What follows belongs to an exercise in optimizing a design on an open flow for small area, a short achievable clock period and few clock cycles per item; a production flow would make more cautious choices.
Where RTL was checked, it was by simulation tests only, not by an equivalence proof against the original.
No activity file was given, so power comes from the tool's default toggle rates.

// sobel_top
module sobel_top #(
    parameter int IMG_WIDTH  = 160,
    parameter int IMG_HEIGHT = 120,
    parameter int ADDR_W     = 15
) (
    input  logic                 clk,
    input  logic                 rst_n,
    input  logic                 psel,
    input  logic                 penable,
    input  logic                 pwrite,
    input  sobel_pkg::apb_addr_t paddr,
    input  sobel_pkg::apb_data_t pwdata,
    output sobel_pkg::apb_data_t prdata,
    output logic                 pready,
    output logic                 pslverr,
    output logic                 src_rd_en,
    output logic [ADDR_W-1:0]    src_addr,
    input  sobel_pkg::rgb_t      src_data,
    output logic                 edge_we,
    output logic [ADDR_W-1:0]    edge_addr,
    output logic                 edge_bit
);
==> flow/config.mk <==
export PLATFORM = sky130hd
export DESIGN_NAME = sobel_top
export DESIGN_NICKNAME = sobel_top
export VERILOG_FILES = /design/flow/design.v
export SDC_FILE = /design/flow/constraint.sdc
export NUM_CORES = 4
export LEC_CHECK = 0
export CAP_MARGIN = 20
export CORE_MARGIN = 2
export CORE_UTILIZATION = 40
export CTS_CLUSTER_DIAMETER = 80
export CTS_CLUSTER_SIZE = 24
export SETUP_SLACK_MARGIN = 3.1
export SLEW_MARGIN = 20
==> flow/constraint.sdc <==
create_clock -name core_clock -period 5.5 [get_ports {clk}]
set_input_delay 1.1000 -clock core_clock [delete_from_list [all_inputs] [get_ports {clk}]]
set_output_delay 1.1000 -clock core_clock [all_outputs]
set_load 0.01 [all_outputs]
standard.sh (not shown) runs the stock make flow with config.mk's settings and CLKGATE_MAP_FILE= SYNTH_SCRIPT=/design/flow/synth_recipe.tcl, a recipe that flattens the netlist after the stock synthesis.
==> flow/flow/run.sh <==
#!/bin/bash
# The standard flow, with three changes to how the layout is made:
#  - Yosys's adder-cell mapping is off (adders are left as plain gates for ABC),
#  - ABC uses its area script,
#  - the port buffers are buf_2 cells instead of the slow delay-buffer cell that
#    buffer_ports picks by default.
set -euo pipefail
bash standard.sh ADDER_MAP_FILE= ABC_AREA=1 "BUFFER_PORTS_ARGS=-buffer_cell sky130_fd_sc_hd__buf_2" finish > flow_standard.log 2>&1
Change:
--- a/flow/design.v
+++ b/flow/design.v
@@ -352,21 +352,21 @@
     output sobel_pkg::apb_data_t prdata,
     output logic                 pready,
     output logic                 pslverr,
     output logic                 src_rd_en,
     output logic [ADDR_W-1:0]    src_addr,
     input  sobel_pkg::rgb_t      src_data,
     output logic                 edge_we,
     output logic [ADDR_W-1:0]    edge_addr,
     output logic                 edge_bit
 );
-    localparam int L      = 12;
+    localparam int L      = 14;
     localparam int K      = L - 2;
     localparam int NSTRIP = (IMG_HEIGHT - 2 + K - 1) / K;
     localparam int J_LAST = (IMG_HEIGHT - 1) - (NSTRIP - 1) * K;
     localparam int CH     = 2 * L + 3;
     localparam logic [ADDR_W-1:0] STEP_ROW   = ADDR_W'(IMG_WIDTH);
     localparam logic [ADDR_W-1:0] STEP_COL   = ADDR_W'(1 - (L - 1) * IMG_WIDTH);
     localparam logic [ADDR_W-1:0] STEP_STRIP = ADDR_W'(-IMG_WIDTH - (IMG_WIDTH - 1));
     localparam logic [ADDR_W-1:0] EDGE_INIT  = ADDR_W'(-3 * IMG_WIDTH + (IMG_WIDTH - 1) - IMG_WIDTH - 1);
     logic [12:0] thresh;
     logic [3:0]  margin;
Effect:
- sequential share of layout area grows by 2.1 points
- wire length shrinks by a few percent
- setup slack got worse by 0.021 ns
- total power grows by a few percent
- die area grows slightly
- cell area barely changes
- clock skew is about the same
- first-iteration DRC count shrinks by about a fifth
- hold slack improved by 0.0044 ns
- cell count shrinks slightly
- critical path depth shrinks by 15
- fmax shrinks slightly
- clock power grows by a few percent
- sequential power grows by a few percent
Testbench counts after the change, summed over its fixed seeds: cycles 358,704, frames 16.
No functional check of the RTL was part of the first run of this note.

---

Another version of the RTL of sobel_top (not shown whole).
For scale: roughly 1700 cells after synthesis, ~280 flip-flops.
// sobel_top
module sobel_top #(
    parameter int IMG_WIDTH  = 160,
    parameter int IMG_HEIGHT = 120,
    parameter int ADDR_W     = 15
) (
    input  logic                 clk,
    input  logic                 rst_n,
    input  logic                 psel,
    input  logic                 penable,
    input  logic                 pwrite,
    input  sobel_pkg::apb_addr_t paddr,
    input  sobel_pkg::apb_data_t pwdata,
    output sobel_pkg::apb_data_t prdata,
    output logic                 pready,
    output logic                 pslverr,
    output logic                 src_rd_en,
    output logic [ADDR_W-1:0]    src_addr,
    input  sobel_pkg::rgb_t      src_data,
    output logic                 edge_we,
    output logic [ADDR_W-1:0]    edge_addr,
    output logic                 edge_bit
);
==> flow/config.mk <==
export PLATFORM = sky130hd
export DESIGN_NAME = sobel_top
export DESIGN_NICKNAME = sobel_top
export VERILOG_FILES = /design/flow/design.v
export SDC_FILE = /design/flow/constraint.sdc
export NUM_CORES = 4
export LEC_CHECK = 0
export CAP_MARGIN = 20
export CORE_MARGIN = 2
export CORE_UTILIZATION = 40
export CTS_CLUSTER_DIAMETER = 80
export CTS_CLUSTER_SIZE = 24
export SETUP_SLACK_MARGIN = 3.1
export SLEW_MARGIN = 20
==> flow/constraint.sdc <==
create_clock -name core_clock -period 5.5 [get_ports {clk}]
set_input_delay 1.1000 -clock core_clock [delete_from_list [all_inputs] [get_ports {clk}]]
set_output_delay 1.1000 -clock core_clock [all_outputs]
set_load 0.01 [all_outputs]
Scripts as last shown in full above: flow/flow/run.sh
Testbench counts at the start, summed over its fixed seeds: cycles 368,928, frames 16.
==> next run, changes <==
--- a/flow/design.v
+++ b/flow/design.v
@@ -528,30 +528,32 @@
             edge_we <= 1'b0;
         end else begin
             v       <= {v[3:1], v0};
             edge_we <= v[4];
         end
     end
+    logic cnt_inc;
     always_ff @(posedge clk) begin
         m        <= {m[3:1], m0};
         edge_bit <= is_edge && !m[4];
+        cnt_inc  <= v[4] && is_edge && !m[4];
     end
-    assign cnt_next = cnt + 15'(edge_we && edge_bit);
+    assign cnt_next = cnt + 15'(cnt_inc);
     always_ff @(posedge clk) begin
         if (!busy) cnt <= '0;
         else       cnt <= cnt_next;
     end
     always_ff @(posedge clk or negedge rst_n) begin
         if (!rst_n) begin
             busy       <= 1'b0;
             done       <= 1'b0;
             last_count <= '0;
         end else if (start) begin
             busy <= 1'b1;
             done <= 1'b0;
-        end else if (busy && rd_done && (v == 4'd0) && !edge_we) begin
+        end else if (busy && rd_done && (v == 4'd0)) begin
             busy       <= 1'b0;
             done       <= 1'b1;
-            last_count <= cnt;
+            last_count <= cnt_next;
         end
     end
 endmodule
After rerunning:
- routed wire length went down by 7.1%
- synthesized cell count went up by 0.54%
- clock skew went up by 0.011 ns
- combinational power went down by about 2%
- area after synthesis went down by 1.8%
Testbench counts after the change, summed over its fixed seeds: cycles 368,928, frames 16.

-- separate check: timing with driven ports --
In the flow no input, the clock included, has a driving cell. The finished layouts below were timed again as built, in two steps. Step 1, drivers: a clkbuf_16 drives clk and a buf_2 each remaining input, both assumed. Step 2, shift: input delay + t, output delay - t, t = (earliest + latest rising clock arrival at the registers) / 2. This alone moves slack from input paths to output paths. a / b / c = ideal ports / drivers / drivers and shift; a / b = the first two.
run	shift t [ns]	setup WS [ns]	hold slack, ns	slew at the worst register clock pin (ns)	worst slew at a driven data input, ns
the first run of note 1	0.540	3.284 / 3.243 / 2.778	0.321 / 0.321 / 0.321	0.09 / 0.09	0.03
the second run of note 1	0.539	3.263 / 3.216 / 2.858	0.325 / 0.325 / 0.325	0.10 / 0.10	0.08
the first run of note 2	0.546	3.172 / 3.124 / 2.884	0.319 / 0.319 / 0.319	0.10 / 0.10	0.07
the second run of note 2	0.543	3.269 / 3.219 / 2.878	0.318 / 0.318 / 0.318	0.10 / 0.10	0.04
After both steps setup and hold are still met in every run listed. The setup slack of the first run of note 1, which loses most, moves by -0.041 ns with the drivers and by -0.506 ns with both steps.
